Context: an optimization exercise on an open-source flow, tuned for a short achievable clock period and few clock cycles per item. The choices shown serve that exercise and are no tape-out recipe.
Function was checked by simulation only, so behaviour that the tests miss may differ from the original.
Power figures rest on the tool's default switching activity, not on a simulated workload.

Design csma_ca_mac_controller, start of the top module:
module csma_ca_mac_controller #(
  parameter int SUB_SLOTS = csma_pkg::SUB_SLOTS_DEF
) (
  input  logic                             clk,
  input  logic                             rst,
  input  logic                             in_valid,
  output logic                             in_ready,
  input  logic [csma_pkg::KIND_W-1:0]      kind,
  input  logic [csma_pkg::MED_W-1:0]       medium_req,
  input  logic                             fcs_ok,
  input  logic                             for_us,
  input  logic                             frame_is_ack,
  input  logic                             dest_broadcast,
  input  logic                             dest_multicast,
  input  logic [csma_pkg::ADDR_W-1:0]      source_address,
  input  logic [csma_pkg::DRAW_W-1:0]      random_draw,
  output logic                             out_valid,
  input  logic                             out_ready,
  output logic [csma_pkg::ACT_W-1:0]       action,
  output logic [csma_pkg::MST_W-1:0]       mac_state,
  output logic [csma_pkg::ADDR_W-1:0]      ack_destination,
  output logic                             want_frame,
  input  logic                             cfg_valid,
  output logic                             cfg_ready,
  input  logic [csma_pkg::CFG_IDX_W-1:0]   cfg_index,
  input  logic [csma_pkg::CFG_DATA_W-1:0]  cfg_data
);
Settings: LEC_CHECK=0, ABC_CLOCK_PERIOD_IN_PS=3000, CAP_MARGIN=20, CORE_MARGIN=2, CORE_UTILIZATION=40, CTS_CLUSTER_DIAMETER=100, CTS_CLUSTER_SIZE=25, SLEW_MARGIN=20; clock period 11.0 ns.
standard.sh (not shown) runs the stock make flow with config.mk's settings and CLKGATE_MAP_FILE= SYNTH_SCRIPT=/design/flow/synth_recipe.tcl, a recipe that flattens the netlist after the stock synthesis.
==> flow/flow/run.sh <==
#!/bin/bash
# Standard layout, with the timing repair aiming further below the clock period.
set -e
export SETUP_SLACK_MARGIN=8
bash standard.sh > standard_flow.log 2>&1
The starting point completed without violations.
Testbench counts at the start, summed over its fixed seeds: cycles 16,197, events 16,000.
Edit:
--- a/flow/design.v
+++ b/flow/design.v
@@ -520,23 +520,24 @@
                                                       input logic [csma_pkg::CW_W-1:0] c_max);
     logic [csma_pkg::CW_W-1:0] w;
     if (full > csma_pkg::CW_FULL_W'(c_max)) w = c_max;
     else w = full[csma_pkg::CW_W-1:0];
     if (w < csma_pkg::CW_W'(2)) w = csma_pkg::CW_W'(2);
     cw_clamp = w;
   endfunction
-  localparam logic [2:0] P_IDLE = 3'd0, P_A = 3'd1, P_B = 3'd2, P_D = 3'd3, P_IT = 3'd4,
-                         P_K = 3'd5, P_F = 3'd6, P_R = 3'd7;
-  logic [2:0]                    ph;
+  localparam logic [3:0] P_IDLE = 4'd0, P_A = 4'd1, P_B = 4'd2, P_D = 4'd3, P_IT = 4'd4,
+                         P_K = 4'd5, P_F = 4'd6, P_R = 4'd7, P_S = 4'd8;
+  logic [3:0]                    ph;
   logic                          kmc_r, sel4_r;
   logic [csma_pkg::RETRY_W-1:0]  krc_r;
   logic [csma_pkg::CW_W-1:0]     cw_r, cwmin_r, cwmax_r, cwmc_r;
   logic [csma_pkg::CW_FULL_W-1:0] full_r;
   logic [csma_pkg::DRAW_W-1:0]   q;
   logic [SW-1:0]                 c1a, c1b, c2a, c2b;    
+  logic [SW:0]                   tm [0:7];              
   logic [DW-1:0]                 d_r, r, d_a, d_b, d_c;
   logic [CNT_W-1:0]              cnt;
   logic [8*KW-1:0] w1, w2;
   always_ff @(posedge clk) begin
     if (cap) begin
       for (int i = 0; i < NNIB; i++) begin
         w1[KW*i +: KW] <= nib_tab(D1, i, draw_in[4*i +: 4]);
@@ -571,48 +572,45 @@
         gn[i] = gg[i] | (pp[i] & gg[i - d]);
         pn[i] = pp[i] & pp[i - d];
       end
       gg = gn; pp = pn;
     end
     ks_addx = p ^ {gg[XW-2:0], 1'b0};
   endfunction
-  function automatic logic [KW-1:0] red8cs(input logic [SW-1:0] a, input logic [SW-1:0] b,
-                                           input int d);
-    logic [XW-1:0] x, y, z, t;
-    logic [KW-1:0] res;
-    res = '0;
-    for (int m = 0; m < 8; m++) begin
-      x = XW'(a); y = XW'(b); z = XW'(-(m * d));
-      t = ks_addx(x ^ y ^ z, ((x & y) | (x & z) | (y & z)) << 1);
-      if (!t[XW-1]) res = t[KW-1:0];
-    end
-    red8cs = res;
+  function automatic logic [XW-1:0] cand(input logic [SW-1:0] a, input logic [SW-1:0] b,
+                                         input int d, input int m);
+    logic [XW-1:0] x, y, z;
+    x = XW'(a); y = XW'(b); z = XW'(-(m * d));
+    cand = ks_addx(x ^ y ^ z, ((x & y) | (x & z) | (y & z)) << 1);
   endfunction
   logic [DW:0]    trial;
   logic [DW-1:0]  r_next, r_fast;
   always_comb begin
     trial = {r, q[csma_pkg::DRAW_W-1]};
     if (trial >= {1'b0, d_r}) r_next = DW'(trial - {1'b0, d_r});
     else r_next = trial[DW-1:0];
-    r_fast = sel4_r ? DW'(red8cs(c2a, c2b, D2)) : DW'(red8cs(c1a, c1b, D1));
+    r_fast = '0;
+    for (int m = 0; m < 8; m++)
+      if (!tm[m][XW-1]) r_fast = DW'(tm[m][KW-1:0]);
     rem = r;
   end
-  assign last_next = (ph == P_R) || (ph == P_IT && cnt == CNT_W'(1));
+  assign last_next = (ph == P_S) || (ph == P_IT && cnt == CNT_W'(1));
   assign rem_z = (r == '0);
   assign rem_1 = (r == DW'(1));
   always_ff @(posedge clk) begin
     if (rst) last <= 1'b0;
     else last <= last_next;
   end
   always_ff @(posedge clk) begin
     if (rst) ph <= P_IDLE;
     else begin
       unique case (ph)
         P_IDLE: if (start) ph <= fast ? P_R : P_K;
-        P_R: ph <= P_F;
+        P_R: ph <= P_S;
+        P_S: ph <= P_F;
         P_K: ph <= P_A;
         P_A: ph <= P_B;
         P_B: ph <= P_D;
         P_D: ph <= P_IT;
         P_IT: if (cnt == CNT_W'(1)) ph <= P_F;
         P_F: ph <= P_IDLE;
         default: ph <= P_IDLE;
@@ -623,14 +621,15 @@
     if (ph == P_IDLE) begin
       kmc_r <= kmc; krc_r <= krc; sel4_r <= sel4;
       cwmin_r <= cw_min; cwmax_r <= cw_max; cwmc_r <= cw_mc;
       q <= draw;
     end else if (ph == P_IT) begin
       q <= q << 1;
     end
+    for (int m = 0; m < 8; m++) tm[m] <= sel4_r ? cand(c2a, c2b, D2, m) : cand(c1a, c1b, D1, m);
     {c1a, c1b} <= csa8to2(w1);
     {c2a, c2b} <= csa8to2(w2);
     full_r <= (csma_pkg::CW_FULL_W'(cwmin_r) << krc_r) |
               ((csma_pkg::CW_FULL_W'(1) << krc_r) - csma_pkg::CW_FULL_W'(1));
     if (kmc_r) cw_r <= (cwmc_r < csma_pkg::CW_W'(2)) ? csma_pkg::CW_W'(2) : cwmc_r;
     else cw_r <= cw_clamp(full_r, cwmax_r);
     d_a <= DW'(cw_r) * DW'(SUB_SLOTS & ~7);
@@ -638,15 +637,15 @@
     d_b <= d_a + d_c - DW'(2 * SUB_SLOTS - 1);
     if (ph == P_D) begin
       r <= '0;
       cnt <= CNT_W'(csma_pkg::DRAW_W);
     end else if (ph == P_IT) begin
       r <= r_next;
       cnt <= cnt - CNT_W'(1);
-    end else if (ph == P_R) begin
+    end else if (ph == P_S) begin
       r <= r_fast;
     end
   end
   assign d_r = d_b;
 endmodule
 module csma_ca_mac_controller #(
   parameter int SUB_SLOTS = csma_pkg::SUB_SLOTS_DEF
Power is lower by about a fifth.
Synthesized cell count goes down slightly.
Routed wire length drops by a few percent.
Hold slack loses 0.013 ns.
Clock-buffer cell count fell by 1.
Core utilization fell by 1.8 points.
Area after synthesis goes up slightly.
Via count is lower by a few percent.
Cell count falls slightly.
Maximum frequency barely changes.
Die area goes up slightly.
Testbench counts after the change, summed over its fixed seeds: cycles 16,269, events 16,000.

-- static timing again, ports no longer ideal --
The results above use ideal ports. As a check the final layouts listed here were re-extracted and re-timed, cells and wires unchanged. Step 1 assumes that a clkbuf_16 drives the clock port and a buf_2 every other input. Step 2, shift: input delay + t, output delay - t, t = (earliest + latest rising clock arrival at the registers) / 2. This alone moves slack from input paths to output paths. Slacks: ideal ports / drivers / drivers and shift; pairs: ideal ports / drivers.
run | t, ns | setup WS [ns] | worst setup path after step 2 | cell pins on the clock port's net
the first run | 0.724 | 7.661 / 7.583 / 7.172 | input to register | 1
the second run | 0.701 | 7.661 / 7.596 / 7.277 | input to register | 1
After both steps setup and hold are still met in every run listed. The setup slack of the first run, which loses most, moves by -0.078 ns with the drivers and by -0.489 ns with both steps.
